This design comes from an exercise in tuning for small area on the open sky130 flow, not from production work. In this exercise RTL edits were held to simulation tests only and were not proved equivalent to the original.

--- flow/flow/run.sh ---
#!/bin/bash
# The standard layout, with every port buffered by a buf_1 instead of the
# delay buffer buffer_ports picks by default. Everything else is the standard flow's own
# flow (standard.sh), synthesis included.
set -euo pipefail
bash standard.sh BUFFER_PORTS_ARGS="-buffer_cell sky130_fd_sc_hd__buf_1" finish > make.log 2>&1
--- flow/standard.sh ---
#!/bin/bash
# synth_recipe.tcl (not shown) runs the flow's synth.tcl, then flattens the netlist and writes it again
# the make line also repeats each setting of config.mk as NAME=value (left out here)
make -C /OpenROAD-flow-scripts/flow DESIGN_CONFIG=/design/flow/config.mk WORK_HOME=/design/flow/orfs CLKGATE_MAP_FILE= SYNTH_SCRIPT=/design/flow/synth_recipe.tcl "${@:-finish}"
--- flow/config.mk ---
export PLATFORM = sky130hd
export DESIGN_NAME = rgb_to_hsl_converter_core
export DESIGN_NICKNAME = rgb_to_hsl_converter_core
export VERILOG_FILES = /design/flow/design.v
export SDC_FILE = /design/flow/constraint.sdc
export NUM_CORES = 4
export LEC_CHECK = 0
export ABC_AREA = 1
export CAP_MARGIN = 20
export CORE_MARGIN = 2
export CORE_UTILIZATION = 40
export CTS_CLUSTER_DIAMETER = 100
export CTS_CLUSTER_SIZE = 24
export SLEW_MARGIN = 20
--- flow/constraint.sdc ---
create_clock -name core_clock -period 5.5 [get_ports {clk}]
set_input_delay 1.1000 -clock core_clock [delete_from_list [all_inputs] [get_ports {clk}]]
set_output_delay 1.1000 -clock core_clock [all_outputs]
set_load 0.01 [all_outputs]
--- flow/design.v ---
`timescale 1ns / 1ps
module rhsl_div #(
  parameter int W = 10
) (
  input  logic [W-1:0] rem_in,
  input  logic         bit_in,
  input  logic [W-1:0] divisor,
  output logic [W-1:0] rem_out,
  output logic         q
);
  logic [W:0]   t, d;
  logic [W+1:0] bo;
  assign t     = {rem_in, bit_in};
  assign d     = {1'b0, divisor};
  assign bo[0] = 1'b0;
  for (genvar i = 0; i <= W; i++) begin : g_borrow
    assign bo[i+1] = (~t[i] & d[i]) | (~(t[i] & ~d[i]) & bo[i]);
  end
  assign q = ~bo[W+1];
  for (genvar i = 0; i < W; i++) begin : g_rem
    assign rem_out[i] = t[i] ^ (q & (d[i] ^ bo[i]));
  end
endmodule
module rhsl_cmp (
  input  logic [7:0] a,
  input  logic [7:0] b,
  output logic       gt,
  output logic       lt
);
  logic [8:0] g, l;
  assign g[0] = 1'b0;
  assign l[0] = 1'b0;
  for (genvar i = 0; i < 8; i++) begin : g_bit
    assign g[i+1] = (a[i] & ~b[i]) | (~(~a[i] & b[i]) & g[i]);
    assign l[i+1] = (~a[i] & b[i]) | (~(a[i] & ~b[i]) & l[i]);
  end
  assign gt = g[8];
  assign lt = l[8];
endmodule
`timescale 1ns / 1ps
module rgb_to_hsl_converter_core #(
  parameter int HUE_BITS = 12
) (
  input  logic                clk,
  input  logic                rst,
  input  logic                start,
  output logic                busy,
  input  logic [23:0]         pixel,
  output logic                done,
  output logic [HUE_BITS-1:0] hue,
  output logic [7:0]          saturation,
  output logic [7:0]          lightness,
  output logic                achromatic
);
  assign busy = rst;
  logic [7:0] r, g, b;
  assign r = pixel[23:16];
  assign g = pixel[15:8];
  assign b = pixel[7:0];
  logic gt_rg, gt_gr, gt_gb, gt_bg, gt_br, gt_rb;
  rhsl_cmp u_c_rg (.a(r), .b(g), .gt(gt_rg), .lt(gt_gr));
  rhsl_cmp u_c_gb (.a(g), .b(b), .gt(gt_gb), .lt(gt_bg));
  rhsl_cmp u_c_br (.a(b), .b(r), .gt(gt_br), .lt(gt_rb));
  logic [5:0] ks;   
  assign ks[0] = gt_rg  & !gt_bg;    
  assign ks[1] = !gt_rg & gt_rb;     
  assign ks[2] = gt_gb  & !gt_rb;    
  assign ks[3] = !gt_gb & gt_gr;     
  assign ks[4] = gt_br  & !gt_gr;    
  assign ks[5] = !gt_br & gt_bg;     
  logic [7:0] hi, lo, fa, fb;
  assign hi = (!gt_gr && !gt_br) ? r : (!gt_bg ? g : b);
  assign lo = (!gt_rg && !gt_rb) ? r : (!gt_gb ? g : b);
  assign fa = (ks[4] | ks[5]) ? r : ((ks[0] | ks[1]) ? g : b);
  assign fb = (ks[0] | ks[5]) ? b : ((ks[1] | ks[2]) ? r : g);
  logic [7:0] f0, delta0;
  logic [8:0] sum0;
  logic [2:0] k0;
  assign delta0 = hi - lo;
  assign f0     = fa - fb;
  assign sum0   = {1'b0, hi} + {1'b0, lo};
  assign k0     = {ks[3] | ks[4] | ks[5], ks[2] | ks[5], ks[1] | ks[4]};   
  logic [7:0] r1_hf;
  always_ff @(posedge clk) r1_hf <= f0;
  logic [7:0] r1_hdelta;
  always_ff @(posedge clk) r1_hdelta <= delta0;
  logic [2:0] r1_k;
  always_ff @(posedge clk) r1_k <= k0;
  logic [8:0] r1_ssum;
  always_ff @(posedge clk) r1_ssum <= sum0;
  logic [7:0] r1_sdelta;
  always_ff @(posedge clk) r1_sdelta <= delta0;
  logic [9:0] hi1_d3, hi1_e;
  logic [10:0] hi1_d5;
  assign hi1_d3 = {2'b0, r1_hdelta} + {1'b0, r1_hdelta, 1'b0};
  assign hi1_d5 = {3'b0, r1_hdelta} + {1'b0, r1_hdelta, 2'b0};
  assign hi1_e = (r1_k[1:0] == 2'd0) ? {1'b0, hi1_d3[9:1]} :
               (r1_k[1:0] == 2'd1) ? {3'b0, r1_hdelta[7:1]} : hi1_d5[10:1];
  logic [9:0] h2_r; logic h2_q;
  rhsl_div #(.W(10)) u_h2 (.rem_in({1'b0, r1_hf, 1'b0}), .bit_in(hi1_e[9]), .divisor(hi1_d3), .rem_out(h2_r), .q(h2_q));
  logic [9:0] h2_qv; assign h2_qv = 10'd0 | (10'(h2_q) << 9);
  logic [7:0] si3_den;
  logic [8:0] si3_t, si3_ls;
  assign si3_den = r1_ssum[8] ? 8'(9'd510 - r1_ssum) : r1_ssum[7:0];
  assign si3_t   = {2'b0, si3_den[7:1]} - {1'b0, r1_sdelta};
  assign si3_ls  = r1_ssum + 9'd1;
  logic [7:0] s4_r; logic s4_q;
  rhsl_div #(.W(8)) u_s4 (.rem_in((r1_sdelta - {7'b0, si3_t[8]})), .bit_in(si3_t[7:0][7]), .divisor(si3_den), .rem_out(s4_r), .q(s4_q));
  logic [7:0] s4_qv; assign s4_qv = 8'd0 | (8'(s4_q) << 7);
  logic [2:0] r2_k;
  always_ff @(posedge clk) r2_k <= r1_k;
  logic [9:0] r2_hr;
  always_ff @(posedge clk) r2_hr <= h2_r;
  logic [9:0] r2_hd;
  always_ff @(posedge clk) r2_hd <= hi1_d3;
  logic [9:0] r2_he;
  always_ff @(posedge clk) r2_he <= hi1_e;
  logic [9:0] r2_hq;
  always_ff @(posedge clk) r2_hq <= h2_qv;
  logic [7:0] r2_sr;
  always_ff @(posedge clk) r2_sr <= s4_r;
  logic [7:0] r2_sd;
  always_ff @(posedge clk) r2_sd <= si3_den;
  logic [7:0] r2_se;
  always_ff @(posedge clk) r2_se <= si3_t[7:0];
  logic [7:0] r2_sq;
  always_ff @(posedge clk) r2_sq <= s4_qv;
  logic r2_sc;
  always_ff @(posedge clk) r2_sc <= r1_ssum[8];
  logic [9:0] h5_r; logic h5_q;
  rhsl_div #(.W(10)) u_h5 (.rem_in(r2_hr), .bit_in(r2_he[8]), .divisor(r2_hd), .rem_out(h5_r), .q(h5_q));
  logic [9:0] h5_qv; assign h5_qv = r2_hq | (10'(h5_q) << 8);
  logic [9:0] h6_r; logic h6_q;
  rhsl_div #(.W(10)) u_h6 (.rem_in(h5_r), .bit_in(r2_he[7]), .divisor(r2_hd), .rem_out(h6_r), .q(h6_q));
  logic [9:0] h6_qv; assign h6_qv = h5_qv | (10'(h6_q) << 7);
  logic [9:0] h7_r; logic h7_q;
  rhsl_div #(.W(10)) u_h7 (.rem_in(h6_r), .bit_in(r2_he[6]), .divisor(r2_hd), .rem_out(h7_r), .q(h7_q));
  logic [9:0] h7_qv; assign h7_qv = h6_qv | (10'(h7_q) << 6);
  logic [7:0] s8_r; logic s8_q;
  rhsl_div #(.W(8)) u_s8 (.rem_in(r2_sr), .bit_in(r2_se[6]), .divisor(r2_sd), .rem_out(s8_r), .q(s8_q));
  logic [7:0] s8_qv; assign s8_qv = r2_sq | (8'(s8_q) << 6);
  logic [7:0] s9_r; logic s9_q;
  rhsl_div #(.W(8)) u_s9 (.rem_in(s8_r), .bit_in(r2_se[5]), .divisor(r2_sd), .rem_out(s9_r), .q(s9_q));
  logic [7:0] s9_qv; assign s9_qv = s8_qv | (8'(s9_q) << 5);
  logic [2:0] r3_k;
  always_ff @(posedge clk) r3_k <= r2_k;
  logic [9:0] r3_hr;
  always_ff @(posedge clk) r3_hr <= h7_r;
  logic [9:0] r3_hd;
  always_ff @(posedge clk) r3_hd <= r2_hd;
  logic [9:0] r3_he;
  always_ff @(posedge clk) r3_he <= r2_he;
  logic [9:0] r3_hq;
  always_ff @(posedge clk) r3_hq <= h7_qv;
  logic [7:0] r3_sr;
  always_ff @(posedge clk) r3_sr <= s9_r;
  logic [7:0] r3_sd;
  always_ff @(posedge clk) r3_sd <= r2_sd;
  logic [7:0] r3_se;
  always_ff @(posedge clk) r3_se <= r2_se;
  logic [7:0] r3_sq;
  always_ff @(posedge clk) r3_sq <= s9_qv;
  logic r3_sc;
  always_ff @(posedge clk) r3_sc <= r2_sc;
  logic [9:0] h10_r; logic h10_q;
  rhsl_div #(.W(10)) u_h10 (.rem_in(r3_hr), .bit_in(r3_he[5]), .divisor(r3_hd), .rem_out(h10_r), .q(h10_q));
  logic [9:0] h10_qv; assign h10_qv = r3_hq | (10'(h10_q) << 5);
  logic [9:0] h11_r; logic h11_q;
  rhsl_div #(.W(10)) u_h11 (.rem_in(h10_r), .bit_in(r3_he[4]), .divisor(r3_hd), .rem_out(h11_r), .q(h11_q));
  logic [9:0] h11_qv; assign h11_qv = h10_qv | (10'(h11_q) << 4);
  logic [9:0] h12_r; logic h12_q;
  rhsl_div #(.W(10)) u_h12 (.rem_in(h11_r), .bit_in(r3_he[3]), .divisor(r3_hd), .rem_out(h12_r), .q(h12_q));
  logic [9:0] h12_qv; assign h12_qv = h11_qv | (10'(h12_q) << 3);
  logic [7:0] s13_r; logic s13_q;
  rhsl_div #(.W(8)) u_s13 (.rem_in(r3_sr), .bit_in(r3_se[4]), .divisor(r3_sd), .rem_out(s13_r), .q(s13_q));
  logic [7:0] s13_qv; assign s13_qv = r3_sq | (8'(s13_q) << 4);
  logic [7:0] s14_r; logic s14_q;
  rhsl_div #(.W(8)) u_s14 (.rem_in(s13_r), .bit_in(r3_se[3]), .divisor(r3_sd), .rem_out(s14_r), .q(s14_q));
  logic [7:0] s14_qv; assign s14_qv = s13_qv | (8'(s14_q) << 3);
  logic [7:0] s15_r; logic s15_q;
  rhsl_div #(.W(8)) u_s15 (.rem_in(s14_r), .bit_in(r3_se[2]), .divisor(r3_sd), .rem_out(s15_r), .q(s15_q));
  logic [7:0] s15_qv; assign s15_qv = s14_qv | (8'(s15_q) << 2);
  logic [2:0] r4_k;
  always_ff @(posedge clk) r4_k <= r3_k;
  logic [9:0] r4_hr;
  always_ff @(posedge clk) r4_hr <= h12_r;
  logic [9:0] r4_hd;
  always_ff @(posedge clk) r4_hd <= r3_hd;
  logic [9:0] r4_he;
  always_ff @(posedge clk) r4_he <= r3_he;
  logic [9:0] r4_hq;
  always_ff @(posedge clk) r4_hq <= h12_qv;
  logic [7:0] r4_sr;
  always_ff @(posedge clk) r4_sr <= s15_r;
  logic [7:0] r4_sd;
  always_ff @(posedge clk) r4_sd <= r3_sd;
  logic [7:0] r4_se;
  always_ff @(posedge clk) r4_se <= r3_se;
  logic [7:0] r4_sq;
  always_ff @(posedge clk) r4_sq <= s15_qv;
  logic r4_sc;
  always_ff @(posedge clk) r4_sc <= r3_sc;
  logic [9:0] h16_r; logic h16_q;
  rhsl_div #(.W(10)) u_h16 (.rem_in(r4_hr), .bit_in(r4_he[2]), .divisor(r4_hd), .rem_out(h16_r), .q(h16_q));
  logic [9:0] h16_qv; assign h16_qv = r4_hq | (10'(h16_q) << 2);
  logic [9:0] h17_r; logic h17_q;
  rhsl_div #(.W(10)) u_h17 (.rem_in(h16_r), .bit_in(r4_he[1]), .divisor(r4_hd), .rem_out(h17_r), .q(h17_q));
  logic [9:0] h17_qv; assign h17_qv = h16_qv | (10'(h17_q) << 1);
  logic [9:0] h18_r; logic h18_q;
  rhsl_div #(.W(10)) u_h18 (.rem_in(h17_r), .bit_in(r4_he[0]), .divisor(r4_hd), .rem_out(h18_r), .q(h18_q));
  logic [9:0] h18_qv; assign h18_qv = h17_qv | (10'(h18_q) << 0);
  logic [7:0] s19_r; logic s19_q;
  rhsl_div #(.W(8)) u_s19 (.rem_in(r4_sr), .bit_in(r4_se[1]), .divisor(r4_sd), .rem_out(s19_r), .q(s19_q));
  logic [7:0] s19_qv; assign s19_qv = r4_sq | (8'(s19_q) << 1);
  logic [7:0] s20_r; logic s20_q;
  rhsl_div #(.W(8)) u_s20 (.rem_in(s19_r), .bit_in(r4_se[0]), .divisor(r4_sd), .rem_out(s20_r), .q(s20_q));
  logic [7:0] s20_qv; assign s20_qv = s19_qv | (8'(s20_q) << 0);
  logic [7:0] lt21_l;
  assign lt21_l = r4_sc ? {1'b1, ~r4_sd[7:1]} : 8'(({1'b0, r4_sd} + 9'd1) >> 1);
  logic [2:0] r5_k;
  always_ff @(posedge clk) r5_k <= r4_k;
  logic [9:0] r5_hq;
  always_ff @(posedge clk) r5_hq <= h18_qv;
  logic [7:0] r5_sq;
  always_ff @(posedge clk) r5_sq <= s20_qv;
  logic r5_gray;
  always_ff @(posedge clk) r5_gray <= (r4_hd == 10'd0);
  logic [7:0] r5_light;
  always_ff @(posedge clk) r5_light <= lt21_l;
  logic [4:0] v;
  always_ff @(posedge clk) begin
    if (rst) v <= '0;
    else v <= {v[3:0], start};
  end
  assign done = v[4];
  logic [10:0] kb;
  assign kb = (r5_k[1:0] == 2'd1) ? 11'd683 : (r5_k[1:0] == 2'd2) ? 11'd1365 : 11'd0;
  assign hue        = r5_gray ? '0 : {r5_k[2], 11'(kb + {1'b0, r5_hq})};
  assign saturation = r5_gray ? '0 : r5_sq;
  assign lightness  = r5_light;
  assign achromatic = r5_gray;
endmodule
==> flow_summary.rst, run 1 <==
.. list-table::
   :header-rows: 1

   * - Metric
     - Value
   * - Tightest slew margin relative to the limit
     - 40.9%
   * - Initial antenna violation count
     - 0
   * - CP delay by family, top
     - simple AND/OR/NAND/NOR gates
   * - Critical Path Max Stage Delay
     - 0.37 ns
   * - Sinks on Clock Net
     - 233
   * - Number of H-tree branching levels
     - 1
   * - Mapped Nets
     - 2,262
   * - Ranking of synthesized cells by area
     - sky130_fd_sc_hd__dfxtp_1, sky130_fd_sc_hd__nand2_1, sky130_fd_sc_hd__xor2_1
   * - Final std cell area, no fill
     - 16,500 um^2
   * - Part of the cycle the worst path needs
     - 92.7%
   * - Core area
     - 37,500 um^2
   * - Number of instances in the synthesized netlist
     - 2,162
   * - Critical path class
     - register to register
   * - Synth top area share
     - 30.8%
   * - Initial standard-cell utilization of the core
     - 40.4%
   * - CTS tree
     - done
   * - Vias
     - 12,900
   * - Share of synthesized area occupied by flip-flops and latches
     - 30.8%
   * - Die height
     - 199 um
   * - Wire length of the first global-routing pass
     - 55.0 mm
   * - Cell variety after synth
     - 50
   * - Vias in the first global route
     - 11,900
   * - Number of flops mapped to enable cells by yosys
     - 0
   * - Number of DRC violations after detailed-routing iteration 0
     - 475
   * - Number of hold-slack violations in the final timing report
     - 0
   * - Net count reported at finish
     - 2,331
   * - Crit path top cell by count
     - sky130_fd_sc_hd__or2_2
   * - Worst clock skew
     - 0.0117 ns
   * - Cell area after placement
     - 15,900 um^2
   * - Worst slack at placement
     - 0.131 ns
   * - Count of standard-cell rows
     - 71
   * - Hold bufs inserted after CTS
     - 0
   * - Largest area contributor in the synthesized netlist
     - sky130_fd_sc_hd__dfxtp_1
   * - Last weighted congestion value of the routability-driven placer
     - 0.921
   * - Tightest Pin Transition
     - 0.886 ns
   * - Maximum number of pins on one net before global-route repair
     - 25
   * - Arrival time of data at the critical path endpoint
     - 5.45 ns
   * - # setup viols final
     - 0
   * - Combined area of all synthesized cells
     - 15,100 um^2
   * - Final HPWL DP
     - 26.7 mm
   * - Clock insertion delay at the later pin of the skew report
     - 0.47 ns
   * - Die Area
     - 39,400 um^2
   * - Aggregate global-route resource usage
     - 16.6%
   * - Detailed-route wire length
     - 32.4 mm
   * - Area growth syn-to-layout
     - 8.90%
   * - Clock slew seen by the registers of the worst setup and hold paths
     - 0.08 ns
   * - Warnings, synthesis
     - 1
   * - # port buffers
     - 57
   * - 1st-pass router iterations
     - 5
   * - Remaining global-route overflow
     - 0
   * - Maxcap violations
     - 0
   * - Achievable Freq
     - 196 MHz
   * - Worst setup SP type
     - register
   * - DRC viols
     - 0
   * - Io pins
     - 58
   * - Type of the most critical hold path
     - register to register
   * - Cell total after placement
     - 2,724
   * - Fraction of registers with async set or reset after synthesis
     - 0%
   * - Fill cell count
     - 3,908
   * - Cts bufs inserted
     - 14
   * - Result of the run
     - timing/DRC/antenna clean
   * - Area occupied by registers
     - 4680 um^2
   * - Number of inserted diodes
     - 0
   * - Area of the multi-input gates
     - 9110 um^2
   * - Via density per instance
     - 4.70
   * - Max-slew violation count
     - 0
   * - Antenna Nets Post-Route
     - 0
   * - Synth Area per Inst
     - 7.01 um^2
   * - Post-detailed-route wirelength per cell
     - 11.8 um
   * - CTS max path bufs
     - 3
   * - Count of state elements after synthesis
     - 233
   * - CTS Root Cell
     - sky130_fd_sc_hd__clkbuf_16
   * - Share of post-route cells with drive strength above 1
     - 10.3%
   * - Post-layout worst setup margin
     - 0.402 ns
   * - Die width
     - 199 um
   * - Largest fanout on the critical path
     - 8
   * - Required @ worst endpoint
     - 5.86 ns
   * - Slowest stage cell, crit path
     - sky130_fd_sc_hd__dfxtp_4
   * - Top_reg_cell synth
     - sky130_fd_sc_hd__dfxtp_1
   * - Final critical delay including setup and external delays
     - 5.10 ns
   * - Filler-free cell count of the finished design
     - 2,748
   * - Critical path buffers and inverters
     - 3
   * - Commonest cells after routing, fill and taps aside
     - sky130_fd_sc_hd__nand2_1, sky130_fd_sc_hd__inv_1, sky130_fd_sc_hd__dfxtp_1
   * - Critical path endpoint category
     - register
   * - Most common library cell in the layout ignoring fill and taps
     - sky130_fd_sc_hd__nand2_1
-- final cells by class --
class | count | area share [%]
Clock inverter | 5 | 0.387
Multi-Input combinational cell | 1578 | 55.2
Clock buffer | 17 | 2.38
Sequential cell | 233 | 28.4
Timing Repair Buffer | 81 | 2.39
Inverter | 323 | 7.37
Tap cell | 511 | 3.88
-- cells in the mapped netlist (all sizes together), types with 2 or more instances --
library cell	n
nor2	123
xor2	158
o221ai	8
a31oi	15
or2	46
nand2	623
inv	321
o21ai	100
a21oi	60
xnor2	31
a221oi	2
fa	7
o21bai	9
a21o	2
o211ai	13
nor3b	2
buf	16
dfxtp	233
clkinv	2
maj3	3
ha	66
nand3	251
a21boi	7
a211oi	2
o22ai	12
o31ai	5
nand4	7
clkbuf	13
nor3	9
nand3b	13
-- sequential cells by signal, indices dropped and copies added, names as in the netlist, 7 cells and up --
name       cells
r3_hr         10
r5_light       8
r3_sd          7
r4_hq          7
r2_hr         10
r5_sq          8
r3_sr          8
r4_sd          7
r1_ssum        9
r2_se          7
r4_sr          8
r4_hd         10
r3_hd         10
r1_hf          8
r1_sdelta      7
r5_hq         10
r2_sr          8
r4_hr         10
r2_sd          7
r2_he          9
r2_hd         10
-- kinds of logic after synthesis --
family,synth area share (%)
simple gates,32.9
buf+inv,9.53
compound gates,9.14
flops,30.8
xor+xnor,11.0
fa+ha+maj,6.58
-- worst paths after layout --
| path | from | endpoint | slack, ns | cells after the start |
|---|---|---|---|---|
| worst max-delay path | r1_ssum[0] | r2_hr[2] | 0.40 | 31 |
| worst min-delay path | r4_k[1] | r5_k[1] | 0.33 | 0 |
| worst max register to register | r1_ssum[0] | r2_hr[2] | 0.40 | 31 |
| worst min register to register | r4_k[1] | r5_k[1] | 0.33 | 0 |
-- layer usage --
layer	global-route usage (%)	part of all wire, %	vias to the layer above
met2	30.1	48	166
met1	21.2	47	5729
li1	-	-	6983
met4	4.31	2.2	0
met5	0	0	-
met3	1.32	2.8	43
-- timing repair --
| action | 4_1_cts | 5_1_grt |
|---|---|---|
| gates resized for setup | 0 | 35 |
| endpoints found under the hold margin | 0 | 0 |
| setup endpoints to repair | 0 | 21 |
| setup buffers | 0 | 1 |
-- metrics by stage --
step | setup TNS [ns] | hold slack [ns] | utilization, %
after floorplan | 0 | 0.310 | -
after global placement | 0 | 0.310 | 42.5
after detailed placement | 0 | 0.312 | 42.5
after CTS | 0 | 0.333 | 43.7
after global routing | -0.0792 | 0.336 | 44.0
final | 0 | 0.329 | 44.0
==> run 2, diff against run 1 <==
==> flow/flow/run.sh (replaced) <==
#!/bin/bash
# The standard layout (standard.sh) with two changes:
#  - synthesis maps with ABC's area-oriented script below instead of ORFS's
#    abc_area.script (registers are untouched: they are mapped before ABC runs);
#  - every port is buffered by a buf_1 instead of the delay buffer that
#    buffer_ports picks by default.
# Each tool's full output lands in make.log and under orfs/logs/.
set -euo pipefail
rm -rf scripts
cp -r "$FLOW_HOME/scripts" scripts
printf '%s\n' strash "dch" "amap" topo 'stime -c' 'buffer -c' 'upsize -c' 'dnsize -c' > scripts/abc_area.script
bash standard.sh SCRIPTS_DIR="$PWD/scripts" BUFFER_PORTS_ARGS="-buffer_cell sky130_fd_sc_hd__buf_1" finish > make.log 2>&1
==> run 2 against run 1 <==
- now fails the layout checks on setup timing
- die area shrank 8.8%
- wire length grew 28%
- register-to-register slack lost 2.3 ns
- non-clock buffer count grew 593
- hold slack lost 0.0021 ns
- cell count grew 10%
- synthesized cell count shrank 12%
==> flow_summary.rst, run 2 <==
.. list-table::
   :header-rows: 1

   * - Metric
     - Value
   * - Number of instances in the synthesized netlist
     - 1,910 (-12%)
   * - Tightest slew margin relative to the limit
     - 27.6% (-13 points)
   * - Critical Path Max Stage Delay
     - 0.36 ns (about the same)
   * - Number of flops mapped to enable cells by yosys
     - 0 (unchanged)
   * - Worst setup SP type
     - register
   * - # port buffers
     - 57 (unchanged)
   * - Number of H-tree branching levels
     - 1 (unchanged)
   * - Count of state elements after synthesis
     - 233 (unchanged)
   * - Post-synthesis simple-gate area fraction
     - 20.6% (-12 points)
   * - Most common library cell in the layout ignoring fill and taps
     - sky130_fd_sc_hd__buf_4
   * - Post-layout worst setup margin
     - -1.90 ns (-2.30 ns)
   * - Critical path endpoint category
     - register
   * - Share of synthesized area occupied by flip-flops and latches
     - 33.8% (+3.0 points)
   * - Fraction of the core area covered by cells at the end of the flow
     - 60.5% (+17 points)
   * - Cts bufs inserted
     - 14 (unchanged)
   * - Initial standard-cell utilization of the core
     - 40.2% (-0.18 points)
   * - CTS tree
     - done
   * - Wire length of the first global-routing pass
     - 64.6 mm (+18%)
   * - Area of the multi-input gates
     - 9270 um^2 (+1.8%)
   * - Number of hold-slack violations in the final timing report
     - 0 (unchanged)
   * - Share of the synthesized area in compound gates (AO/OA/AOI/OAI)
     - 29.9% (+21 points)
   * - Worst clock skew
     - 0.0195 ns (+0.00781 ns)
   * - Required @ worst endpoint
     - 5.93 ns (+0.07 ns)
   * - Most instantiated library cell after synthesis
     - sky130_fd_sc_hd__nor2_1
   * - Critical Path Source
     - r3_hd[0]
   * - Top_reg_cell synth
     - sky130_fd_sc_hd__dfxtp_1
   * - Maxcap violations
     - 0 (unchanged)
   * - Final HPWL DP
     - 26.5 mm (-0.95%)
   * - Part of the cycle the worst path needs
     - 135% (+42 points)
   * - Multiplexer share of the synthesized area
     - 0% (unchanged)
   * - Slowest stage cell, crit path
     - sky130_fd_sc_hd__dfxtp_2
   * - Largest family of logic cells by synthesized area
     - compound AO/OA/AOI/OAI gates
   * - Die height
     - 190 um (-4.5%)
   * - Cell variety after synth
     - 64 (+28%)
   * - Die width
     - 190 um (-4.5%)
   * - Final critical delay including setup and external delays
     - 7.40 ns (+2.30 ns)
   * - 1st-pass router iterations
     - 6 (+1)
   * - Detailed-route wire length
     - 41.3 mm (+28%)
   * - Maximum number of pins on one net before global-route repair
     - 25 (unchanged)
   * - Achievable Freq
     - 135 MHz (-31%)
   * - Post-synthesis share of cell area spent on xor and xnor gates
     - 0.318% (-11 points)
   * - Area occupied by registers
     - 4680 um^2 (about the same)
   * - Share of post-route cells with drive strength above 1
     - 38.6% (+28 points)
   * - Adder and majority cell fraction of the synthesized area
     - 7.00% (+0.43 points)
   * - Critical path class
     - register to register
   * - Causes of the layout check failure
     - setup timing
   * - Number of DRC violations after detailed-routing iteration 0
     - 831 (+75%)
   * - Max-slew violation count
     - 0 (unchanged)
   * - Combined area of all synthesized cells
     - 13,800 um^2 (-8.9%)
   * - Largest fanout on the critical path
     - 7 (-1)
   * - Tightest Pin Transition
     - 1.08 ns (+0.199 ns)
   * - Result of the run
     - complete, but fails checks
   * - CTS Root Cell
     - sky130_fd_sc_hd__clkbuf_16
   * - Mapped Nets
     - 2,010 (-11%)
   * - Core area
     - 34,300 um^2 (-8.5%)
   * - Last weighted congestion value of the routability-driven placer
     - 0.930 (+0.96%)
   * - Sinks on Clock Net
     - 233 (unchanged)
   * - Initial antenna violation count
     - 0 (unchanged)
   * - Via density per instance
     - 5.04 (+7.3%)
   * - CTS max path bufs
     - 3 (unchanged)
   * - Top cells by instance count after synthesis
     - sky130_fd_sc_hd__nor2_1, sky130_fd_sc_hd__dfxtp_1, sky130_fd_sc_hd__inv_1, sky130_fd_sc_hd__a21oi_1, sky130_fd_sc_hd__nand2_1
   * - Fraction of registers with async set or reset after synthesis
     - 0% (unchanged)
   * - Largest area contributor in the synthesized netlist
     - sky130_fd_sc_hd__dfxtp_1
   * - DRC viols
     - 0 (unchanged)
   * - Warnings, synthesis
     - 1 (unchanged)
   * - Clock slew seen by the registers of the worst setup and hold paths
     - 0.09 ns (about the same)
   * - RR Startpoint
     - r3_hd[0]
   * - Synth top area share
     - 33.8% (+3.0 points)
   * - Io pins
     - 58 (unchanged)
   * - Vias in the first global route
     - 14,200 (+19%)
   * - Net count reported at finish
     - 2,664 (+14%)
   * - Unrepaired setup endpoints after global routing
     - true
   * - Ranking of synthesized cells by area
     - sky130_fd_sc_hd__dfxtp_1, sky130_fd_sc_hd__nor2_1, sky130_fd_sc_hd__a21oi_1
   * - Aggregate global-route resource usage
     - 21.2% (+4.6 points)
   * - Number of inserted diodes
     - 0 (unchanged)
   * - Fill cell count
     - 2,858 (-27%)
   * - # setup viols final
     - 32 (+32)
   * - Synth Area per Inst
     - 7.22 um^2 (+3.1%)
   * - Type of the most critical hold path
     - register to register
   * - Post-detailed-route wirelength per cell
     - 13.7 um (+16%)
   * - Commonest cells after routing, fill and taps aside
     - sky130_fd_sc_hd__buf_4, sky130_fd_sc_hd__nor2_1, sky130_fd_sc_hd__dfxtp_1
   * - Worst slack at placement
     - -1.69 ns (-1.82 ns)
   * - Clock insertion delay at the later pin of the skew report
     - 0.49 ns (+0.02 ns)
   * - Remaining global-route overflow
     - 0 (unchanged)
   * - Cell depth of the worst hold path
     - 0 (unchanged)
   * - Hold Startpoint
     - r3_sq[7]
   * - Die Area
     - 36,000 um^2 (-8.8%)
   * - Antenna Nets Post-Route
     - 0 (unchanged)
   * - Worst Reg2Reg Path Length in Cells
     - 57 (+84%)
   * - Arrival time of data at the critical path endpoint
     - 7.83 ns (+2.38 ns)
   * - Vias
     - 15,200 (+18%)
   * - Area growth syn-to-layout
     - 50.5%
   * - Count of standard-cell rows
     - 68 (-4.2%)
==> run 2: cell count changes in the layout (fill, tap and decap cells not counted), sizes merged, moves of 98 or more <==
cell and change:
buf +593, nand2 -476, nor2 +322, nand3 -246
a21oi +182, xor2 -153, a211oi +110, inv -98
==> run 2: through the flow <==
step	hold slack, ns	setup TNS [ns]	instance area (um^2)	cells
floorplan	0.310	-36.23	14200	1910
global placement	0.310	-41.33	17300	2726
detailed placement	0.312	-50.73	17300	2726
CTS	0.327	-38.99	19600	2954
global route	0.336	-70.21	20800	3023
finish	0.327	-51.71	20800	3023
==> run 2: final cells by class <==
type,count,area share (%)
Inverter,228,4.27
Tap cell,455,2.74
Multi-Input combinational cell,1411,44.7
Clock inverter,3,0.175
Timing Repair inverter,2,0.0844
Timing Repair Buffer,674,23.6
Sequential cell,233,22.6
Clock buffer,17,1.84
==> run 2: final timing paths <==
path	endpoint	slack, ns
min	r4_sq[7]	0.33
min reg2reg	r4_sq[7]	0.33
max	r4_sr[6]	-1.90
max reg2reg	r4_sr[6]	-1.90
==> run 2: timing repair <==
item                       4_1_cts  5_1_grt
hold buffers                     0        0
setup endpoints to repair       56       61
gates resized for setup         87      180
pin swaps                       49      110
gates cloned                     2        1
setup buffers                  208       70
==> run 2: critical path: cells and delay by family, from the launching register on <==
family	cells	cell delay (ns)
flip-flops	1	0.36
buffers and inverters	8	0.81
AO/OA/AOI/OAI	28	4.25
AND/OR/NAND/NOR	21	1.92
==> run 2: logic make-up after synthesis <==
| group | after synthesis |
|---|---|
| adders and majority gates | 73 |
| and+or+nand+nor | 690 |
| DFF | 233 |
| AOI/OAI and AO/OA | 643 |
| xor gates and xnor gates | 5 |
| buffers and inverters | 266 |
==> run 2: metal layers <==
| layer | GRT usage (%) | part of all wire (%) | vias to the layer above |
|---|---|---|---|
| li1 | - | - | 7861 |
| met1 | 25.1 | 42 | 6948 |
| met2 | 39.9 | 51 | 334 |
| met3 | 2.01 | 3.8 | 102 |
| met4 | 7.36 | 3.4 | 0 |
| met5 | 0 | 0 | - |
==> run 3, diff against run 2 <==
--- a/flow/flow/run.sh
+++ b/flow/flow/run.sh
@@ -10,3 +10,3 @@
 cp -r "$FLOW_HOME/scripts" scripts
-printf '%s\n' strash "dch" "amap" topo 'stime -c' 'buffer -c' 'upsize -c' 'dnsize -c' > scripts/abc_area.script
+printf '%s\n' strash "dch -f" "map -D 4300" topo 'stime -c' 'buffer -c' 'upsize -c' 'dnsize -c' > scripts/abc_area.script
 bash standard.sh SCRIPTS_DIR="$PWD/scripts" BUFFER_PORTS_ARGS="-buffer_cell sky130_fd_sc_hd__buf_1" finish > make.log 2>&1
==> run 3 against run 2 <==
- now clean on timing, DRC and antenna
- first-iteration DRC count shrank 35%
- via count decreased by 15%
- cell count down 12%
- flip-flop and latch count stayed put
- wire length decreased by 17%
- hold slack worse by 0.012 ns
- die area rose by 7.8%
- global-route usage fell by 4.4 points
- clock-buffer cell count up 1
- critical path type unchanged
- largest cell class unchanged
==> flow_summary.rst, run 3 <==
.. list-table::
   :header-rows: 1

   * - Metric
     - Value
   * - # setup viols final
     - 0 (-100%)
   * - Number of inserted diodes
     - 0 (unchanged)
   * - CP Capture Point
     - r4_hr[7]
   * - # port buffers
     - 57 (unchanged)
   * - Area growth syn-to-layout
     - 16.0%
   * - Type of the most critical hold path
     - register to register
   * - DRC viols
     - 0 (unchanged)
   * - Unrepaired setup endpoints after global routing
     - true
   * - Max-slew violation count
     - 0 (unchanged)
   * - Number of instances in the synthesized netlist
     - 2,067 (+8.2%)
   * - Clock insertion delay at the later pin of the skew report
     - 0.48 ns (about the same)
   * - Sinks on Clock Net
     - 233 (unchanged)
   * - Die height
     - 197 um (+3.8%)
   * - Post-synthesis share of cell area spent on xor and xnor gates
     - 11.0% (+11 points)
   * - CTS max path bufs
     - 3 (unchanged)
   * - Final critical delay including setup and external delays
     - 5.26 ns (-2.14 ns)
   * - Vias
     - 12,900 (-15%)
   * - Fraction of the core area covered by cells at the end of the flow
     - 47.2% (-13 points)
   * - Via density per instance
     - 4.86 (-3.7%)
   * - Net count reported at finish
     - 2,287 (-14%)
   * - Number of flops mapped to enable cells by yosys
     - 0 (unchanged)
   * - Initial antenna violation count
     - 0 (unchanged)
   * - Ranking of synthesized cells by area
     - sky130_fd_sc_hd__dfxtp_1, sky130_fd_sc_hd__nand2_1, sky130_fd_sc_hd__xor2_1
   * - Most common library cell in the layout ignoring fill and taps
     - sky130_fd_sc_hd__nand2_1
   * - Most instantiated library cell after synthesis
     - sky130_fd_sc_hd__nand2_1
   * - Part of the cycle the worst path needs
     - 95.6% (-39 points)
   * - Critical path endpoint category
     - register
   * - Mapped Nets
     - 2,167 (+7.8%)
   * - FF-to-FF setup slack
     - 0.24 ns (+2.14 ns)
   * - Largest area contributor in the synthesized netlist
     - sky130_fd_sc_hd__dfxtp_1
   * - Fraction of registers with async set or reset after synthesis
     - 0% (unchanged)
   * - Maxcap violations
     - 0 (unchanged)
   * - Number of DRC violations after detailed-routing iteration 0
     - 544 (-35%)
   * - Remaining global-route overflow
     - 0 (unchanged)
   * - CTS Root Cell
     - sky130_fd_sc_hd__clkbuf_16
   * - Crit path top cell by count
     - sky130_fd_sc_hd__o21ai_2
   * - Die width
     - 197 um (+3.8%)
   * - Synth Area per Inst
     - 7.20 um^2 (-0.25%)
   * - Worst setup SP type
     - register
   * - Wire length of the first global-routing pass
     - 55.1 mm (-15%)
   * - Cts bufs inserted
     - 14 (unchanged)
   * - Arrival time of data at the critical path endpoint
     - 5.68 ns (-2.15 ns)
   * - Tightest slew margin relative to the limit
     - 44.0% (+16 points)
   * - Vias in the first global route
     - 12,000 (-15%)
   * - CTS tree
     - done
   * - Number of H-tree branching levels
     - 1 (unchanged)
   * - Io pins
     - 58 (unchanged)
   * - Antenna Nets Post-Route
     - 0 (unchanged)
   * - Worst Reg2Reg Path Length in Cells
     - 45 (-21%)
   * - Clock slew seen by the registers of the worst setup and hold paths
     - 0.09 ns (about the same)
   * - Worst clock skew
     - 0.0185 ns (-0.000975 ns)
   * - Aggregate global-route resource usage
     - 16.8% (-4.4 points)
   * - Count of standard-cell rows
     - 70 (+2.9%)
   * - Capture point of the worst reg-to-reg path
     - r4_hr[7]
   * - Fill cell count
     - 3,644 (+28%)
   * - Count of state elements after synthesis
     - 233 (unchanged)
   * - 1st-pass router iterations
     - 5 (-1)
   * - Hold bufs inserted after CTS
     - 0 (unchanged)
   * - Combined area of all synthesized cells
     - 14,900 um^2 (+7.9%)
   * - Adder and majority cell fraction of the synthesized area
     - 6.69% (-0.31 points)
   * - Cell variety after synth
     - 58 (-9.4%)
   * - Initial standard-cell utilization of the core
     - 40.7% (+0.44 points)
   * - Top cells by instance count after synthesis
     - sky130_fd_sc_hd__nand2_1, sky130_fd_sc_hd__inv_1, sky130_fd_sc_hd__dfxtp_1, sky130_fd_sc_hd__nor2_1, sky130_fd_sc_hd__xor2_1
   * - Critical Path Source
     - r3_hd[1]
   * - Share of post-route cells with drive strength above 1
     - 16.1% (-23 points)
   * - RR Startpoint
     - r3_hd[1]
   * - Final HPWL DP
     - 26.6 mm (+0.56%)
   * - Core area
     - 36,600 um^2 (+6.8%)
   * - Detailed-route wire length
     - 34.3 mm (-17%)
   * - Tightest Pin Transition
     - 0.835 ns (-0.250 ns)
   * - Post-detailed-route wirelength per cell
     - 12.9 um (-5.8%)
   * - Die Area
     - 38,800 um^2 (+7.8%)
   * - Top_reg_cell synth
     - sky130_fd_sc_hd__dfxtp_1
   * - Critical path class
     - register to register
   * - Required @ worst endpoint
     - 5.92 ns (about the same)
   * - Largest fanout on the critical path
     - 5 (-2)
   * - Post-synthesis simple-gate area fraction
     - 25.3% (+4.7 points)
   * - Number of hold-slack violations in the final timing report
     - 0 (unchanged)
   * - Achievable Freq
     - 190 MHz (+41%)
   * - Share of synthesized area occupied by flip-flops and latches
     - 31.3% (-2.5 points)
   * - Slowest stage cell, crit path
     - sky130_fd_sc_hd__dfxtp_4
   * - Synth top area share
     - 31.3% (-2.5 points)
   * - Commonest cells after routing, fill and taps aside
     - sky130_fd_sc_hd__nand2_1, sky130_fd_sc_hd__inv_1, sky130_fd_sc_hd__dfxtp_1
   * - Maximum number of pins on one net before global-route repair
     - 25 (unchanged)
   * - Largest family of logic cells by synthesized area
     - simple AND/OR/NAND/NOR gates
   * - Last weighted congestion value of the routability-driven placer
     - 0.913 (-1.9%)
   * - Critical Path Max Stage Delay
     - 0.37 ns (about the same)
   * - Warnings, synthesis
     - 1 (unchanged)
   * - Filler-free cell count of the finished design
     - 2,661 (-12%)
   * - Cell total after placement
     - 2,592 (-4.9%)
   * - Multiplexer share of the synthesized area
     - 0% (unchanged)
   * - Result of the run
     - timing/DRC/antenna clean
   * - Share of the synthesized area in compound gates (AO/OA/AOI/OAI)
     - 16.2% (-14 points)
[run 3: how the worst min path moves through the flow]
stage	startpoint	to	slack (ns)	cells past startpoint
finish	r3_sq[7]	r4_sq[7]	0.32	0
global route	r3_sq[7]	r4_sq[7]	0.32	0
CTS	r2_se[0]	r3_se[0]	0.32	0
detailed placement	r2_he[3]	r3_he[3]	0.31	0
global placement	r3_sq[6]	r4_sq[6]	0.31	0
floorplan	r1_k[2]	r2_k[2]	0.31	0
[run 3: area by class of cell]
| class | instances | area, um^2 | share of cell area [%] |
|---|---|---|---|
| clock inverter | 4 | 63.8 | 0.369 |
| tap | 468 | 586 | 3.39 |
| timing repair buffer | 128 | 778 | 4.50 |
| multi-input combinational | 1475 | 9480 | 54.9 |
| clock buffer | 18 | 397 | 2.30 |
| sequential | 233 | 4700 | 27.2 |
| inverter | 335 | 1270 | 7.35 |
[run 3: through the flow]
| step | area (um^2) | hold slack (ns) | worst slack, ns | setup TNS [ns] |
|---|---|---|---|---|
| finish | 17300 | 0.315 | 0.242 | 0 |
| global route | 17300 | 0.323 | -0.214 | -4.22 |
| floorplan | 14900 | 0.310 | 0.628 | 0 |
| global placement | 15800 | 0.310 | 0.159 | 0 |
| CTS | 16200 | 0.323 | 0.0451 | 0 |
| detailed placement | 15800 | 0.312 | -0.0192 | -0.0402 |
[run 3: timing repair]
item | CTS | global route
setup buffers | 0 | 41
pin swaps | 0 | 83
endpoints found under the setup margin | 17 | 57
gates resized for setup | 4 | 178
endpoints found under the hold margin | 0 | 0
cloned | 0 | 6
[run 3: logic make-up (layout without fill, tap and decap cells)]
family / count (synthesis) / after routing
AO/OA/AOI/OAI: 386 / 389
XOR/XNOR: 187 / 187
adder cells (fa/ha/maj): 76 / 76
buffers and inverters: 363 / 485
flip-flops: 233 / 233
AND/OR/NAND/NOR: 822 / 823
[run 3: critical path: cells and delay by family, from the launching register on]
kind,cells,cell delay (ns)
AO/OA/AOI/OAI,25,2.90
AND/OR/NAND/NOR,18,1.55
flip-flops,1,0.37
buffers and inverters,1,0.18
XOR/XNOR,1,0.16
[run 3: metal layers]
metal  vias to the layer above  GRT usage (%)  wire length [um]  share of wire, %
met5                         -              0                 0                 0
met4                         0           4.37               712               2.1
met3                        43           1.28               894               2.6
met2                       167           31.1             17200                50
met1                      5809           20.9             15400                45
li1                       6905              -                 -                 -
==> run 4, diff against run 3 <==
--- a/flow/flow/run.sh
+++ b/flow/flow/run.sh
@@ -10,3 +10,3 @@
 cp -r "$FLOW_HOME/scripts" scripts
-printf '%s\n' strash "dch -f" "map -D 4300" topo 'stime -c' 'buffer -c' 'upsize -c' 'dnsize -c' > scripts/abc_area.script
+printf '%s\n' strash "dch -f" "map -D 4600" topo 'stime -c' 'buffer -c' 'upsize -c' 'dnsize -c' > scripts/abc_area.script
 bash standard.sh SCRIPTS_DIR="$PWD/scripts" BUFFER_PORTS_ARGS="-buffer_cell sky130_fd_sc_hd__buf_1" finish > make.log 2>&1
==> run 4 against run 3 <==
- the layout now fails its checks (setup timing)
- clock skew is 0.012 ns higher
- register-to-register slack worse by 0.59 ns
- core utilization increased by 3.7 points
==> flow_summary.rst, run 4 <==
.. list-table::
   :header-rows: 1

   * - Metric
     - Value
   * - Share of synthesized area occupied by flip-flops and latches
     - 32.4% (+1.0 points)
   * - Maxcap violations
     - 0 (unchanged)
   * - Fraction of registers with async set or reset after synthesis
     - 0% (unchanged)
   * - Antenna Nets Post-Route
     - 0 (unchanged)
   * - Maximum number of pins on one net before global-route repair
     - 25 (unchanged)
   * - Largest area contributor in the synthesized netlist
     - sky130_fd_sc_hd__dfxtp_1
   * - Type of the most critical hold path
     - register to register
   * - Aggregate global-route resource usage
     - 18.1% (+1.3 points)
   * - Die height
     - 194 um (-1.6%)
   * - Number of logic stages on the critical path including buffering
     - 49 (+8.9%)
   * - Die width
     - 194 um (-1.6%)
   * - Top_reg_cell synth
     - sky130_fd_sc_hd__dfxtp_1
   * - CP delay by family, top
     - compound AO/OA/AOI/OAI gates
   * - Count of standard-cell rows
     - 69 (-1.4%)
   * - Global-route met3 utilization
     - 1.57% (+0.28 points)
   * - Most instantiated library cell after synthesis
     - sky130_fd_sc_hd__nand2_1
   * - Net count reported at finish
     - 2,408 (+5.3%)
   * - Number of H-tree branching levels
     - 1 (unchanged)
   * - Number of DRC violations after detailed-routing iteration 0
     - 649 (+19%)
   * - RR Startpoint
     - r3_hd[1]
   * - Io pins
     - 58 (unchanged)
   * - Remaining global-route overflow
     - 0 (unchanged)
   * - Causes of the layout check failure
     - setup timing
   * - Number of inserted diodes
     - 0 (unchanged)
   * - Crit path top cell by count
     - sky130_fd_sc_hd__buf_4
   * - Worst slack at placement
     - -0.188 ns (-0.168 ns)
   * - Critical path buffers and inverters
     - 13 (+12)
   * - Most common library cell in the layout ignoring fill and taps
     - sky130_fd_sc_hd__nand2_1
   * - Tightest Pin Transition
     - 0.844 ns (+0.00858 ns)
   * - # setup viols final
     - 27 (+27)
   * - Clock slew seen by the registers of the worst setup and hold paths
     - 0.10 ns (about the same)
   * - Slowest stage cell, crit path
     - sky130_fd_sc_hd__dfxtp_2
   * - Vias in the first global route
     - 12,800 (+6.4%)
   * - Worst setup SP type
     - register
   * - Max-slew violation count
     - 0 (unchanged)
   * - Capture point of the worst reg-to-reg path
     - r4_hr[4]
   * - Required @ worst endpoint
     - 5.88 ns (-0.04 ns)
   * - FF-to-FF setup slack
     - -0.35 ns (-0.59 ns)
   * - Synth top area share
     - 32.4% (+1.0 points)
   * - Hold Startpoint
     - r3_hq[9]
   * - Number of instances in the synthesized netlist
     - 2,011 (-2.7%)
   * - Tightest slew margin relative to the limit
     - 43.7% (-0.28 points)
   * - Clock insertion delay at the later pin of the skew report
     - 0.49 ns (about the same)
   * - Detailed-route wire length
     - 36.3 mm (+6.1%)
   * - Worst Reg2Reg Path Length in Cells
     - 49 (+8.9%)
   * - Area growth syn-to-layout
     - 25.3%
   * - # port buffers
     - 57 (unchanged)
   * - Last weighted congestion value of the routability-driven placer
     - 0.903 (-1.1%)
   * - Vias
     - 13,500 (+4.4%)
   * - Initial antenna violation count
     - 0 (unchanged)
   * - CTS Root Cell
     - sky130_fd_sc_hd__clkbuf_16
   * - Fraction of the core area covered by cells at the end of the flow
     - 50.9% (+3.7 points)
   * - Mapped Nets
     - 2,111 (-2.6%)
   * - Synth Area per Inst
     - 7.17 um^2 (-0.51%)
   * - Arrival time of data at the critical path endpoint
     - 6.24 ns (+0.56 ns)
   * - Cell variety after synth
     - 53 (-8.6%)
   * - Cell area after placement
     - 15,800 um^2 (+0.39%)
   * - GR Layer Usage met1
     - 21.7% (+0.83 points)
   * - Global-route track usage on met2
     - 33.9% (+2.7 points)
   * - Commonest cells after routing, fill and taps aside
     - sky130_fd_sc_hd__nand2_1, sky130_fd_sc_hd__inv_1, sky130_fd_sc_hd__buf_4
   * - Combined area of all synthesized cells
     - 14,400 um^2 (-3.2%)
   * - DRC viols
     - 0 (unchanged)
   * - Warnings, synthesis
     - 1 (unchanged)
   * - CTS tree
     - done
   * - Sinks on Clock Net
     - 233 (unchanged)
   * - Core area
     - 35,500 um^2 (-3.1%)
   * - Initial standard-cell utilization of the core
     - 40.6% (-0.051 points)
   * - Wire length of the first global-routing pass
     - 58.2 mm (+5.7%)
   * - Top cells by instance count after synthesis
     - sky130_fd_sc_hd__nand2_1, sky130_fd_sc_hd__inv_1, sky130_fd_sc_hd__dfxtp_1, sky130_fd_sc_hd__nor2_1, sky130_fd_sc_hd__xor2_1
   * - Cts bufs inserted
     - 14 (unchanged)
   * - Number of hold-slack violations in the final timing report
     - 0 (unchanged)
   * - Ranking of synthesized cells by area
     - sky130_fd_sc_hd__dfxtp_1, sky130_fd_sc_hd__xor2_1, sky130_fd_sc_hd__nand2_1
   * - Achievable Freq
     - 171 MHz (-10%)
   * - Die Area
     - 37,600 um^2 (-3.1%)
   * - Final critical delay including setup and external delays
     - 5.85 ns (+0.595 ns)
   * - Post-detailed-route wirelength per cell
     - 13.1 um (+1.9%)
   * - Worst clock skew
     - 0.0309 ns (+0.0124 ns)
   * - Largest fanout on the critical path
     - 6 (+1)
   * - Critical Path Max Stage Delay
     - 0.35 ns (-0.02 ns)
   * - End point of the worst hold path
     - r4_hq[9]
   * - Sum of negative setup slack
     - -5.77 ns (-5.77 ns)
   * - Result of the run
     - complete, but fails checks
   * - Part of the cycle the worst path needs
     - 106% (+11 points)
   * - Cell depth of the worst hold path
     - 0 (unchanged)
   * - Final HPWL DP
     - 26.0 mm (-2.3%)
   * - Final std cell area, no fill
     - 18,100 um^2 (+4.5%)
   * - Critical path endpoint category
     - register
   * - Unrepaired setup endpoints after global routing
     - true
   * - Highest-utilization routing layer at the global route stage
     - met2
   * - Critical path class
     - register to register
   * - Post-layout worst setup margin
     - -0.352 ns (-0.595 ns)
   * - 1st-pass router iterations
     - 5 (unchanged)
   * - CTS max path bufs
     - 3 (unchanged)
   * - Critical Path Source
     - r3_hd[1]
   * - Count of state elements after synthesis
     - 233 (unchanged)
   * - Via density per instance
     - 4.87 (+0.22%)
   * - Number of flops mapped to enable cells by yosys
     - 0 (unchanged)
   * - Share of post-route cells with drive strength above 1
     - 19.9% (+3.9 points)
## run 4: layout make-up
| type | count | area (um^2) |
|---|---|---|
| Clock buffer | 16 | 389 |
| Clock inverter | 2 | 38.8 |
| Fill cell | 3356 | 17400 |
| Inverter | 321 | 1200 |
| Multi-Input combinational cell | 1433 | 9000 |
| Sequential cell | 233 | 4680 |
| Tap cell | 461 | 577 |
| Timing Repair Buffer | 305 | 2170 |
## run 4: worst max-delay path by stage
| stage | endpoint | slack, ns |
|---|---|---|
| after global routing | r4_hr[4] | -0.82 |
| after CTS | r3_hr[6] | -0.06 |
| after floorplan | r3_hr[2] | 0.18 |
| after detailed placement | r3_hr[6] | -0.19 |
| final | r4_hr[4] | -0.35 |
| after global placement | r3_hr[4] | -0.11 |
## run 4: kinds of logic (layout without fill, tap and decap cells)
kind of cell / after synthesis / count (layout) / share of synthesized area (%)
xor+xnor: 195 / 195 / 11.9
flops: 233 / 233 / 32.4
fa+ha+maj: 76 / 76 / 6.91
buf+inv: 347 / 644 / 9.39
compound gates: 393 / 394 / 16.1
simple gates: 767 / 768 / 23.4
## run 4: through the flow
| stage | instances | hold WS, ns |
|---|---|---|
| floorplan | 2011 | 0.310 |
| global route | 2771 | 0.337 |
| detailed placement | 2601 | 0.312 |
| CTS | 2746 | 0.331 |
| global placement | 2601 | 0.311 |
| finish | 2771 | 0.326 |
## run 4: worst reg2reg max path: cells and delay by family (launching register included)
family,cells,cell delay (ns)
compound gates,22,2.26
buf+inv,13,1.61
simple gates,11,1.04
xor+xnor,3,0.47
flops,1,0.35
## run 4: timing repair
action | in CTS | in global routing
gates resized for setup | 54 | 125
cloned | 3 | 2
hold buffers | 0 | 0
pin swaps | 16 | 63
setup endpoints to repair | 29 | 57
setup buffers | 124 | 23
hold endpoints to repair | 0 | 0
## run 4: per-layer routing
layer,up-vias,share of wire [%]
li1,7058,-
met1,6094,43
met2,268,50
met3,68,3.5
met4,0,3.0
met5,-,0
==> run 5, diff against run 4 <==
--- a/flow/flow/run.sh
+++ b/flow/flow/run.sh
@@ -10,3 +10,3 @@
 cp -r "$FLOW_HOME/scripts" scripts
-printf '%s\n' strash "dch -f" "map -D 4600" topo 'stime -c' 'buffer -c' 'upsize -c' 'dnsize -c' > scripts/abc_area.script
+printf '%s\n' 'strash' 'dch -f' 'map -B 0.9' 'topo' 'dnsize -c' > scripts/abc_area.script
 bash standard.sh SCRIPTS_DIR="$PWD/scripts" BUFFER_PORTS_ARGS="-buffer_cell sky130_fd_sc_hd__buf_1" finish > make.log 2>&1
==> run 5 against run 4 <==
- the run now finishes clean
- die area up 1.1%
- wire length down 12%
- sequential share of layout area up 2.9 points
- synthesized cell count up 8.6%
- cell count down 0.51%
- highest routed layer unchanged
- global-route usage down 0.90 points
- final area down 10%
- clock skew about the same
- maximum frequency up 18%
- non-clock buffer count down 214
- critical path depth down 17
==> flow_summary.rst, run 5 <==
.. list-table::
   :header-rows: 1

   * - Metric
     - Value
   * - Result of the run
     - timing/DRC/antenna clean
   * - Largest area contributor in the synthesized netlist
     - sky130_fd_sc_hd__dfxtp_1
   * - Maxcap violations
     - 0 (unchanged)
   * - Cell variety after synth
     - 30 (-43%)
   * - Area growth syn-to-layout
     - 11.3%
   * - Synth Area per Inst
     - 6.67 um^2 (-6.9%)
   * - DR top layer
     - met4
   * - Share of post-route cells with drive strength above 1
     - 5.14% (-15 points)
   * - Detailed-route wire length
     - 31.8 mm (-12%)
   * - Final std cell area, no fill
     - 16,200 um^2 (-10%)
   * - Remaining global-route overflow
     - 0 (unchanged)
   * - Top cells by instance count after synthesis
     - sky130_fd_sc_hd__nand2_1, sky130_fd_sc_hd__clkinv_1, sky130_fd_sc_hd__dfxtp_1, sky130_fd_sc_hd__nand3_1, sky130_fd_sc_hd__xor2_1
   * - Die width
     - 195 um (+0.55%)
   * - Critical path endpoint category
     - register
   * - Largest fanout on the critical path
     - 10 (+4)
   * - CTS tree
     - done
   * - Max-slew violation count
     - 0 (unchanged)
   * - Via density per instance
     - 4.75 (-2.4%)
   * - Crit path top cell by count
     - sky130_fd_sc_hd__nand2_1
   * - Vias in the first global route
     - 12,300 (-3.9%)
   * - Fraction of registers with async set or reset after synthesis
     - 0% (unchanged)
   * - Most instantiated library cell after synthesis
     - sky130_fd_sc_hd__nand2_1
   * - Die Area
     - 38,000 um^2 (+1.1%)
   * - Net count reported at finish
     - 2,391 (-0.71%)
   * - Wire length of the first global-routing pass
     - 55.5 mm (-4.6%)
   * - Most common library cell in the layout ignoring fill and taps
     - sky130_fd_sc_hd__nand2_1
   * - Warnings, synthesis
     - 1 (unchanged)
   * - Worst setup SP type
     - register
   * - Achievable Freq
     - 201 MHz (+18%)
   * - Arrival time of data at the critical path endpoint
     - 5.36 ns (-0.88 ns)
   * - DRC viols
     - 0 (unchanged)
   * - Number of hold-slack violations in the final timing report
     - 0 (unchanged)
   * - Clock insertion delay at the later pin of the skew report
     - 0.50 ns (about the same)
   * - Ranking of synthesized cells by area
     - sky130_fd_sc_hd__dfxtp_1, sky130_fd_sc_hd__nand2_1, sky130_fd_sc_hd__xor2_1
   * - 1st-pass router iterations
     - 5 (unchanged)
   * - Vias
     - 13,100 (-2.8%)
   * - Maximum number of pins on one net before global-route repair
     - 25 (unchanged)
   * - Number of H-tree branching levels
     - 1 (unchanged)
   * - Tightest Pin Transition
     - 0.861 ns (+0.0174 ns)
   * - CTS max path bufs
     - 3 (unchanged)
   * - Post-detailed-route wirelength per cell
     - 11.6 um (-12%)
   * - Worst clock skew
     - 0.0311 ns (+0.000170 ns)
   * - Required @ worst endpoint
     - 5.88 ns (about the same)
   * - Initial standard-cell utilization of the core
     - 40.8% (+0.16 points)
   * - Initial antenna violation count
     - 0 (unchanged)
   * - Cts bufs inserted
     - 14 (unchanged)
   * - Sinks on Clock Net
     - 233 (unchanged)
   * - Synth top area share
     - 32.0% (-0.36 points)
   * - Critical path class
     - register to register
   * - Post-layout worst setup margin
     - 0.520 ns (+0.872 ns)
   * - Number of inserted diodes
     - 0 (unchanged)
   * - Part of the cycle the worst path needs
     - 90.5% (-16 points)
   * - Met1 layer wirelength in the final routing
     - 14.6 mm (-6.7%)
   * - Number of DRC violations after detailed-routing iteration 0
     - 458 (-29%)
   * - Number of flops mapped to enable cells by yosys
     - 0 (unchanged)
   * - Last weighted congestion value of the routability-driven placer
     - 0.923 (+2.3%)
   * - Count of state elements after synthesis
     - 233 (unchanged)
   * - Die height
     - 195 um (+0.55%)
   * - Met2 routed WL
     - 15.1 mm (-17%)
   * - Combined area of all synthesized cells
     - 14,600 um^2 (+1.1%)
   * - Tightest slew margin relative to the limit
     - 42.5% (-1.2 points)
   * - Type of the most critical hold path
     - register to register
   * - Routed length on met3
     - 955 um (-25%)
   * - Commonest cells after routing, fill and taps aside
     - sky130_fd_sc_hd__nand2_1, sky130_fd_sc_hd__clkinv_1, sky130_fd_sc_hd__dfxtp_1
   * - Cell area after placement
     - 15,600 um^2 (-1.3%)
   * - Final HPWL DP
     - 26.5 mm (+1.7%)
   * - Final critical delay including setup and external delays
     - 4.98 ns (-0.872 ns)
   * - Worst slack at placement
     - 0.0363 ns (+0.224 ns)
   * - CTS Root Cell
     - sky130_fd_sc_hd__clkbuf_16
   * - Aggregate global-route resource usage
     - 17.2% (-0.90 points)
   * - # setup viols final
     - 0 (-100%)
   * - # port buffers
     - 57 (unchanged)
   * - Core area
     - 35,700 um^2 (+0.73%)
   * - Clock slew seen by the registers of the worst setup and hold paths
     - 0.09 ns (about the same)
   * - Share of synthesized area occupied by flip-flops and latches
     - 32.0% (-0.36 points)
   * - Count of standard-cell rows
     - 69 (unchanged)
   * - Slowest stage cell, crit path
     - sky130_fd_sc_hd__fa_1
   * - Number of instances in the synthesized netlist
     - 2,184 (+8.6%)
   * - Antenna Nets Post-Route
     - 0 (unchanged)
   * - Critical Path Max Stage Delay
     - 0.45 ns (+0.10 ns)
   * - Mapped Nets
     - 2,284 (+8.2%)
   * - Top_reg_cell synth
     - sky130_fd_sc_hd__dfxtp_1
   * - Io pins
     - 58 (unchanged)
==> run 5: stage by stage <==
step | hold slack, ns | instances | setup TNS [ns] | utilization, %
floorplan | 0.310 | 2184 | 0 | -
global placement | 0.310 | 2733 | 0 | 43.7
detailed placement | 0.312 | 2733 | 0 | 43.7
CTS | 0.305 | 2754 | 0 | 44.9
global route | 0.322 | 2757 | -0.181 | 45.4
finish | 0.306 | 2757 | 0 | 45.4
==> run 5: cells by family after synthesis <==
family,synth area share [%]
adders and majority gates,6.77
buffers and inverters,8.99
DFF,32.0
and+or+nand+nor,32.4
AOI/OAI and AO/OA,8.34
xor gates and xnor gates,11.5
==> run 5: final cells by class <==
cell class / instances / area [um^2]
fill: 3682 / 19500
inverter: 347 / 1310
sequential: 233 / 4680
multi-input combinational: 1604 / 8730
timing repair buffer: 91 / 482
clock buffer: 16 / 378
clock inverter: 5 / 68.8
tap: 461 / 577
==> run 5: path summary, 6_finish.rpt <==
path | cells past startpoint | end | start | slack [ns]
max | 32 | r2_sr[4] | r1_ssum[0] | 0.52
min | 0 | r4_he[1] | r3_he[1] | 0.31
max reg2reg | 32 | r2_sr[4] | r1_ssum[0] | 0.52
min reg2reg | 0 | r4_he[1] | r3_he[1] | 0.31
==> run 5: worst max-delay path, delay by kind of cell, from the launching register on <==
family          cells  cell delay [ns]
xor+xnor            1             0.15
flops               1             0.40
compound gates      8             1.07
simple gates       16             1.75
fa+ha+maj           4             1.16
buf+inv             3             0.31
==> run 5: metal layers <==
metal,track usage [%],vias to the layer above
li1,-,7147
met1,21.1,5741
met2,31.0,160
met3,1.46,56
met4,6.56,0
met5,0,-
==> run 5: what timing repair did <==
item,in CTS,in global routing
setup buffers,0,2
gates resized for setup,0,41
setup endpoints to repair,0,53
hold buffers,0,0

==> what the ideal ports hide <==
In the flow no input, the clock included, has a driving cell. The finished layouts below were timed again as built, in two steps.
Step 1, drivers: a clkbuf_16 drives clk and a buf_2 each remaining input, both assumed.
Step 2 also shifts input and output timing later by t, the mid clock arrival at the registers, as if the neighbouring blocks saw the same clock.
a / b / c = ideal ports / drivers / drivers and shift; a / b = the first two.
run	t, ns	setup slack, ns	worst register clock-pin slew, ns
run 1	0.513	0.402 / 0.402 / 0.318	0.09 / 0.09
run 2	0.540	-1.900 / -1.900 / -1.900	0.09 / 0.09
run 3	0.518	0.242 / 0.242 / 0.242	0.09 / 0.09
run 4	0.519	-0.352 / -0.352 / -0.352	0.10 / 0.10
run 5	0.530	0.520 / 0.520 / 0.363	0.09 / 0.09
The setup slack of run 5, which loses most, moves by 0.000 ns with the drivers and by -0.157 ns with both steps.
